What follows belongs to an exercise in optimizing a design on an open flow for small area; a production flow would make more cautious choices.
Function was checked by simulation only, so behaviour that the tests miss may differ from the original.
Power figures rest on the tool's default switching activity, not on a simulated workload.

**design/flow/constraint.sdc**
```tcl
create_clock -name core_clock -period 5.0 [get_ports {clk}]
set_input_delay 1.0000 -clock core_clock [delete_from_list [all_inputs] [get_ports {clk}]]
set_output_delay 1.0000 -clock core_clock [all_outputs]
set_load 0.01 [all_outputs]
```
**design/flow/run.sh**
```bash
#!/bin/bash
# synth_recipe.tcl (not shown) runs the flow's synth.tcl, then flattens the netlist and writes it again
# the make line also repeats each setting of config.mk as NAME=value (left out here)
make -C /OpenROAD-flow-scripts/flow DESIGN_CONFIG=/design/flow/config.mk WORK_HOME=/design/flow/orfs CLKGATE_MAP_FILE= SYNTH_SCRIPT=/design/flow/synth_recipe.tcl finish
```
**design/flow/config.mk**
```make
export PLATFORM = sky130hd
export DESIGN_NAME = trace_retire_buffer
export DESIGN_NICKNAME = trace_retire_buffer
export VERILOG_FILES = /design/flow/design.v
export SDC_FILE = /design/flow/constraint.sdc
export NUM_CORES = 4
export LEC_CHECK = 0
export CAP_MARGIN = 20
export CORE_MARGIN = 2
export CORE_UTILIZATION = 40
export PLACE_DENSITY = 0.6
export SLEW_MARGIN = 20
```
**design/flow/design.v**
```verilog
module trace_retire_buffer #(
    parameter int DEPTH = 8,
    parameter int CNT_W = 16
) (
    input  logic             clk,
    input  logic             rst,
    input  logic             trace_en,
    input  logic             ret_valid,
    input  logic [31:0]      ret_pc,
    input  logic [31:0]      ret_insn,
    input  logic [4:0]       ret_rd_addr,
    input  logic [31:0]      ret_rd_wdata,
    input  logic             trc_ready,
    input  logic             cyc_wr,
    input  logic [31:0]      cyc_wdata,
    input  logic             instret_wr,
    input  logic [63:0]      instret_wdata,
    output logic             trc_valid,
    output logic [31:0]      trc_pc,
    output logic [31:0]      trc_insn,
    output logic [4:0]       trc_rd_addr,
    output logic [31:0]      trc_rd_wdata,
    output logic [31:0]      trc_cycle,
    output logic [2:0]       trc_class,
    output logic [63:0]      instret,
    output logic [CNT_W-1:0] drop_cnt,
    output logic             overflow
);
    localparam int PTR_W = $clog2(DEPTH);
    localparam logic [PTR_W:0] FULL = (PTR_W+1)'(DEPTH);
    typedef struct packed {
        logic [31:0] pc;
        logic [31:0] insn;
        logic [4:0]  rd_addr;
        logic [31:0] rd_wdata;
        logic [31:0] cycle;
        logic [2:0]  cls;
    } entry_t;
    localparam int ENTRY_W = 32 + 32 + 5 + 32 + 32 + 3;   
    localparam logic [2:0] CLS_ALU    = 3'd0;
    localparam logic [2:0] CLS_BRANCH = 3'd1;
    localparam logic [2:0] CLS_JUMP   = 3'd2;
    localparam logic [2:0] CLS_LOAD   = 3'd3;
    localparam logic [2:0] CLS_STORE  = 3'd4;
    localparam logic [2:0] CLS_SYSTEM = 3'd5;
    localparam logic [2:0] CLS_UNK    = 3'd7;
    logic [ENTRY_W-1:0]   mem [DEPTH];
    entry_t           head;
    entry_t           new_e;
    logic             head_vld;
    logic [PTR_W-1:0] wr_ptr, rd_ptr, rd_ptr_n;
    logic [PTR_W:0]   count, count_n;
    logic [31:0]      cyc;
    logic [63:0]      instret_q;
    logic [CNT_W-1:0] drop_q;
    logic             overflow_q;
    logic             push, pop, drop;
    function automatic logic [2:0] classify(input logic [31:0] insn);
        logic [6:0] op;
        logic [2:0] f3;
        logic [2:0] c;
        op = insn[6:0];
        f3 = insn[14:12];
        c  = CLS_UNK;
        case (op)
            7'b0110111, 7'b0010111, 7'b0110011, 7'b0010011: c = CLS_ALU;
            7'b1100011: if (f3 != 3'b010 && f3 != 3'b011) c = CLS_BRANCH;
            7'b1101111: c = CLS_JUMP;
            7'b1100111: if (f3 == 3'b000) c = CLS_JUMP;
            7'b0000011: if (f3 == 3'b000 || f3 == 3'b001 || f3 == 3'b010 ||
                            f3 == 3'b100 || f3 == 3'b101) c = CLS_LOAD;
            7'b0100011: if (f3 == 3'b000 || f3 == 3'b001 || f3 == 3'b010) c = CLS_STORE;
            7'b0001111: if (f3 == 3'b000 || f3 == 3'b001) c = CLS_SYSTEM;
            7'b1110011: begin
                if (f3 == 3'b000) begin
                    if (insn == 32'h00000073 || insn == 32'h00100073 ||
                        insn == 32'h30200073 || insn == 32'h10500073)
                        c = CLS_SYSTEM;
                end else if (f3 != 3'b100) begin
                    c = CLS_SYSTEM;
                end
            end
            default: c = CLS_UNK;
        endcase
        classify = c;
    endfunction
    always_comb begin
        pop      = head_vld && trc_ready;
        push     = ret_valid && trace_en && (count != FULL || pop);
        drop     = ret_valid && trace_en && count == FULL && !pop;
        rd_ptr_n = rd_ptr + {{(PTR_W-1){1'b0}}, pop};
        count_n  = count + {{PTR_W{1'b0}}, push} - {{PTR_W{1'b0}}, pop};
    end
    always_comb begin
        new_e          = '0;
        new_e.pc       = ret_pc;
        new_e.insn     = ret_insn;
        new_e.rd_addr  = ret_rd_addr;
        new_e.rd_wdata = (ret_rd_addr == 5'd0) ? 32'd0 : ret_rd_wdata;
        new_e.cycle    = cyc;
        new_e.cls      = classify(ret_insn);
    end
    always_ff @(posedge clk or posedge rst) begin
        if (rst) begin
            cyc        <= '0;
            instret_q  <= '0;
            drop_q     <= '0;
            overflow_q <= 1'b0;
        end else begin
            if (cyc_wr) cyc <= cyc_wdata;
            else        cyc <= cyc + 32'd1;
            if (instret_wr)     instret_q <= instret_wdata;
            else if (ret_valid) instret_q <= instret_q + 64'd1;
            if (drop) begin
                overflow_q <= 1'b1;
                if (drop_q != '1) drop_q <= drop_q + 1'b1;
            end
        end
    end
    always_ff @(posedge clk or posedge rst) begin
        if (rst) begin
            wr_ptr <= '0;
            rd_ptr <= '0;
            count  <= '0;
        end else begin
            if (push) wr_ptr <= wr_ptr + {{(PTR_W-1){1'b0}}, 1'b1};
            rd_ptr <= rd_ptr_n;
            count  <= count_n;
        end
    end
    always_ff @(posedge clk) begin
        if (push) mem[wr_ptr] <= new_e;
    end
    always_ff @(posedge clk or posedge rst) begin
        if (rst) begin
            head     <= '0;
            head_vld <= 1'b0;
        end else begin
            head_vld <= (count_n != '0);
            if (count_n != '0 && (pop || count == '0))
                head <= (push && wr_ptr == rd_ptr_n) ? new_e : mem[rd_ptr_n];
        end
    end
    assign trc_valid    = head_vld;
    assign trc_pc       = head.pc;
    assign trc_insn     = head.insn;
    assign trc_rd_addr  = head.rd_addr;
    assign trc_rd_wdata = head.rd_wdata;
    assign trc_cycle    = head.cycle;
    assign trc_class    = head.cls;
    assign instret      = instret_q;
    assign drop_cnt     = drop_q;
    assign overflow     = overflow_q;
endmodule
```
==> impl_summary.txt <==
----------------------------------------------------
[Die]
  Die width ... ~370 um
  Initial cell density of the core ... 40.3%
  Floorplan Core Area ... ~130,000 um2
  Floorplan die height ... 371 um
  Number of placed I/O pins ... 422
  Standard-cell rows ... roughly 130
  Total Die Area ... 137,000 um2

[Placed design]
  Final weighted congestion in routability-driven placement ... 0.845
  Count of buffers inserted at the top-level ports ... 421
  HPWL after detailed placement ... 76.7 mm
  Worst Setup Slack post-DPL ... 335 ps

[Route]
  Number of optimization iterations in the first detailed-route pass ... 7
  Detailed-route via count ... 29,700
  First DRT Iteration DRCs ... 2,426
  Total Routed Length ... 133 mm
  DRC violation count after routing ... 0
  DR vias/cell ... 5.34
  Antenna-violating nets left ... 0
  Wirelength per Cell ... 23.9 um

[STA]
  Worst Max-Slew Pin Slew ... 1120 ps
  Post-route setup TNS ... 0 ps
  Worst clock skew ... ~33 ps
  Final setup fails ... 0
  Max Clk Rate ... 258 MHz
  Fin. Hold Viols ... 0
  Max-slew headroom ... 25.6%
  Final hold slack ... ~480 ps
  Final period utilization ... between 70 and 80%
  Minimum clock period ... 3880 ps
  Setup repair after global routing missed its margin ... no
  Final-report max-slew violation count ... 0
  Smallest setup slack after layout ... 1120 ps

[Cells and area]
  Reg area ... approximately 40,000 um2
  Area added between synthesis and finish ... 22.0%
  Total area of multi-input combinational cells ... 14,000 um2
  Layout cells sized above 1 ... 16.4%
  FILL cells ... 11,300
  Net total in the final layout ... 3,892

[Logic synthesis]
  Post-synth top area cell ... sky130_fd_sc_hd__edfxtp_1
  Cell types with the largest area share after synthesis ... sky130_fd_sc_hd__edfxtp_1 61%, sky130_fd_sc_hd__dfrtp_1 12%, sky130_fd_sc_hd__mux4_2 11%
  Mean cell area of the mapped netlist ... 16.8 um2
  Leading cell types by count after synthesis ... 1,088 x sky130_fd_sc_hd__edfxtp_1, 439 x sky130_fd_sc_hd__nand2_1, 322 x sky130_fd_sc_hd__o21ai_0
  Syn nets ... 3,409
  Share of synthesized registers carrying an async set or reset ... 19.3%
  Number of unique standard cell types used by synthesis ... 53
  Flip-flop cell with the highest count after synthesis ... sky130_fd_sc_hd__edfxtp_1
  Top-area cell type share of the netlist area ... around three fifths
  Cells after synthesis ... 3,192
  Synthesized cell area ... 53,800 um2
  YS warnings ... 1
  Leading cell type by number of instances after synthesis ... sky130_fd_sc_hd__edfxtp_1
  Post-synth EDFFs ... 1,088
  Number of storage elements in the synthesis netlist ... 1,348
  Seq/Total Area, Yosys ... 72.9%

[Global route]
  Pin count of the biggest net entering global routing ... 125
  Number of antenna violations at the first check in global routing ... 9
  Overall global routing resource usage ... 19.5%
  Total overflow reported by the global router ... 0
  Number of global-route vias before repair ... 30,300
  First-pass GRT wire length ... 198 mm

[Power and ir drop]
  Switching Power ... 11.8 mW
  Sequential share of power ... approximately two fifths
  Cell area power density ... 570 nW/um2
  Clock power frac ... 27.9%
  Internal power component ... 25.6 mW
  Maximum vdd ir drop ... 0.709 mV
  Static power due to leakage ... 22.5 nW
  Net switching fraction of the power ... 31.6%
  Combinational cell fraction of total power ... around a third

[Clocking]
  Clock-pin slew on the worst setup and hold paths ... 60 ps
  Number of buffers inserted for hold repair after clock tree synthesis ... 0
  Number of CTS-inserted buffers ... 144
  Number of gates given a new drive strength after cts ... 0
  Number of sinks handled by clock tree synthesis ... approximately 1,300
  Number of buffers added for setup after CTS ... 0
  Clock insertion delay at the later pin of the skew report ... roughly 790 ps
  # H-tree levels ... 4
  Number of buffers on the longest clock path ... 3
  Clock tree from TritonCTS ... yes
  Clock root cell ... sky130_fd_sc_hd__clkbuf_16

[Critical path]
  Arrival time reported for the critical path endpoint ... between 4000 and 5000 ps
  CP required ... roughly 5700 ps
  Delay of the slowest cell on the worst path ... roughly 500 ps
  Maximum fanout encountered on the critical timing path ... 61
  Critical path launch point type ... input pin
  Library cell appearing most often on the critical path ... sky130_fd_sc_hd__inv_1
  Worst Path Class, Setup ... in2reg
  List of cells traversed by the critical path ... clkdlybuf4s50_1, a211oi_1, a21oi_4, inv_1, ha_1, inv_1, ha_1, inv_1, fa_1, inv_1, o41ai_2, buf_12, buf_12, o21ai_0
  Type of element capturing the critical path ... flip-flop
  Slowest stage cell, crit path ... sky130_fd_sc_hd__o41ai_2

[Run]
  Total of max-cap violations ... 0

[Run status]
  Result of the run ... timing/DRC/antenna clean

[Hold path]
  Worst min-delay path class ... reg2reg

----------------------------------------------------
==> path summary, 6_finish.rpt <==
kind	start	to	slack, ps	cells after the start
max reg2reg	count[1]	head[17]	1330	13
max in group asynchronous	rst	head[125]	3080	4
min reg2reg	overflow_q	overflow_q	480	1
min	overflow_q	overflow_q	480	1
max	trc_ready	head[17]	1120	14
min in group asynchronous	rst	instret_q[33]	760	2
==> metal layers <==
| layer | up-vias | track usage [%] | routed length, um |
|---|---|---|---|
| li1 | 13300 | - | - |
| met1 | 15400 | 26.6 | 57700 |
| met2 | 856 | 31.5 | 63900 |
| met3 | 192 | 4.00 | 8180 |
| met4 | 12 | 5.80 | 3150 |
| met5 | - | 0 | 70 |
==> power groups by stage <==
| stage | registers, mW | logic, mW | clock network (mW) |
|---|---|---|---|
| floorplan | 14.6 | 7.97 | 0 |
| global placement | 14.5 | 12.8 | 0 |
| finish | 14.3 | 12.6 | 10.4 |
| global route | 14.4 | 13.9 | 11.2 |
| detailed placement | 14.5 | 12.9 | 0 |
| CTS | 14.3 | 13.0 | 10.7 |
==> cells in the final DEF, fill, tap and decap left out, types with 62 or more instances in the layout <==
cell type,synthesis,layout
sky130_fd_sc_hd__mux4_2,272,272
sky130_fd_sc_hd__clkbuf_16,0,147
sky130_fd_sc_hd__mux2i_1,104,104
sky130_fd_sc_hd__clkdlybuf4s50_1,0,419
sky130_fd_sc_hd__xnor2_1,63,62
sky130_fd_sc_hd__edfxtp_1,1088,1088
sky130_fd_sc_hd__a21oi_1,70,69
sky130_fd_sc_hd__dfrtp_1,260,260
sky130_fd_sc_hd__nand2_1,439,437
sky130_fd_sc_hd__o21ai_0,322,322
==> final cells by class <==
class	count	share of cell area (%)
multi-input cells	1643	21.3
inverters	28	0.177
diodes	2	0.00763
repair buffers	510	8.28
well taps	1768	3.37
clock inverters	69	0.910
flip-flops and latches	1348	59.7
clock buffers	198	6.19
==> worst max-delay path, delay by kind of cell <==
family | cells | cell delay (ps)
AO/OA/AOI/OAI | 4 | 1250
adder cells (fa/ha/maj) | 3 | 850
buffers and inverters | 7 | 1280
==> logic make-up (layout without fill, tap and decap cells) <==
group                    count (synthesis)  in the layout  synth area share (%)
other                                    0              2                     0
buffers and inverters                  201            805                  1.43
AO/OA/AOI/OAI                          409            409                  3.89
XOR/XNOR                               110            110                  1.79
adder cells (fa/ha/maj)                 13             13                 0.317
multiplexers                           391            391                  13.6
flip-flops                            1348           1348                  72.9
AND/OR/NAND/NOR                        720            720                  6.04
==> registers in the layout, indices dropped and copies added, names as in the netlist <==
signal,count
head_vld,1
wr_ptr,3
rd_ptr,3
count,4
mem,1088
overflow_q,1
instret_q,64
cyc,32
head,136
drop_q,16
==> stage by stage <==
stage	utilization, %	cells	cell area (um2)	total power [mW]
2_1_floorplan	-	3192	53900	22.6
3_3_place_gp	45.6	5295	60900	27.4
3_5_place_dp	45.6	5297	60900	27.5
4_1_cts	49.1	5564	65600	38.0
5_1_grt	49.1	5565	65600	39.5
6_report	49.1	5566	65600	37.4

==> separate check: timing with driven ports <==
How much do the figures lean on ideal ports? The routed layout below was timed once more, with nothing changed but the port constraints.
Step 1, drivers: a clkbuf_16 drives clk and a buf_2 each remaining input, both assumed.
Step 2 also shifts input and output timing later by t, the mid clock arrival at the registers, as if the neighbouring blocks saw the same clock.
Three values: ideal ports, drivers, drivers and shift; two values: the first two.
t (ns): 0.843
slack for setup (ns): 1.124 / 1.159 / 0.316
worst setup path after step 2: input to register
clock arrival spread, ns: 0.035 / 0.035
pins driven straight from the clock port: 1
After both steps setup and hold are still met in this run. The setup slack of this run moves by +0.035 ns with the drivers and by -0.808 ns with both steps.
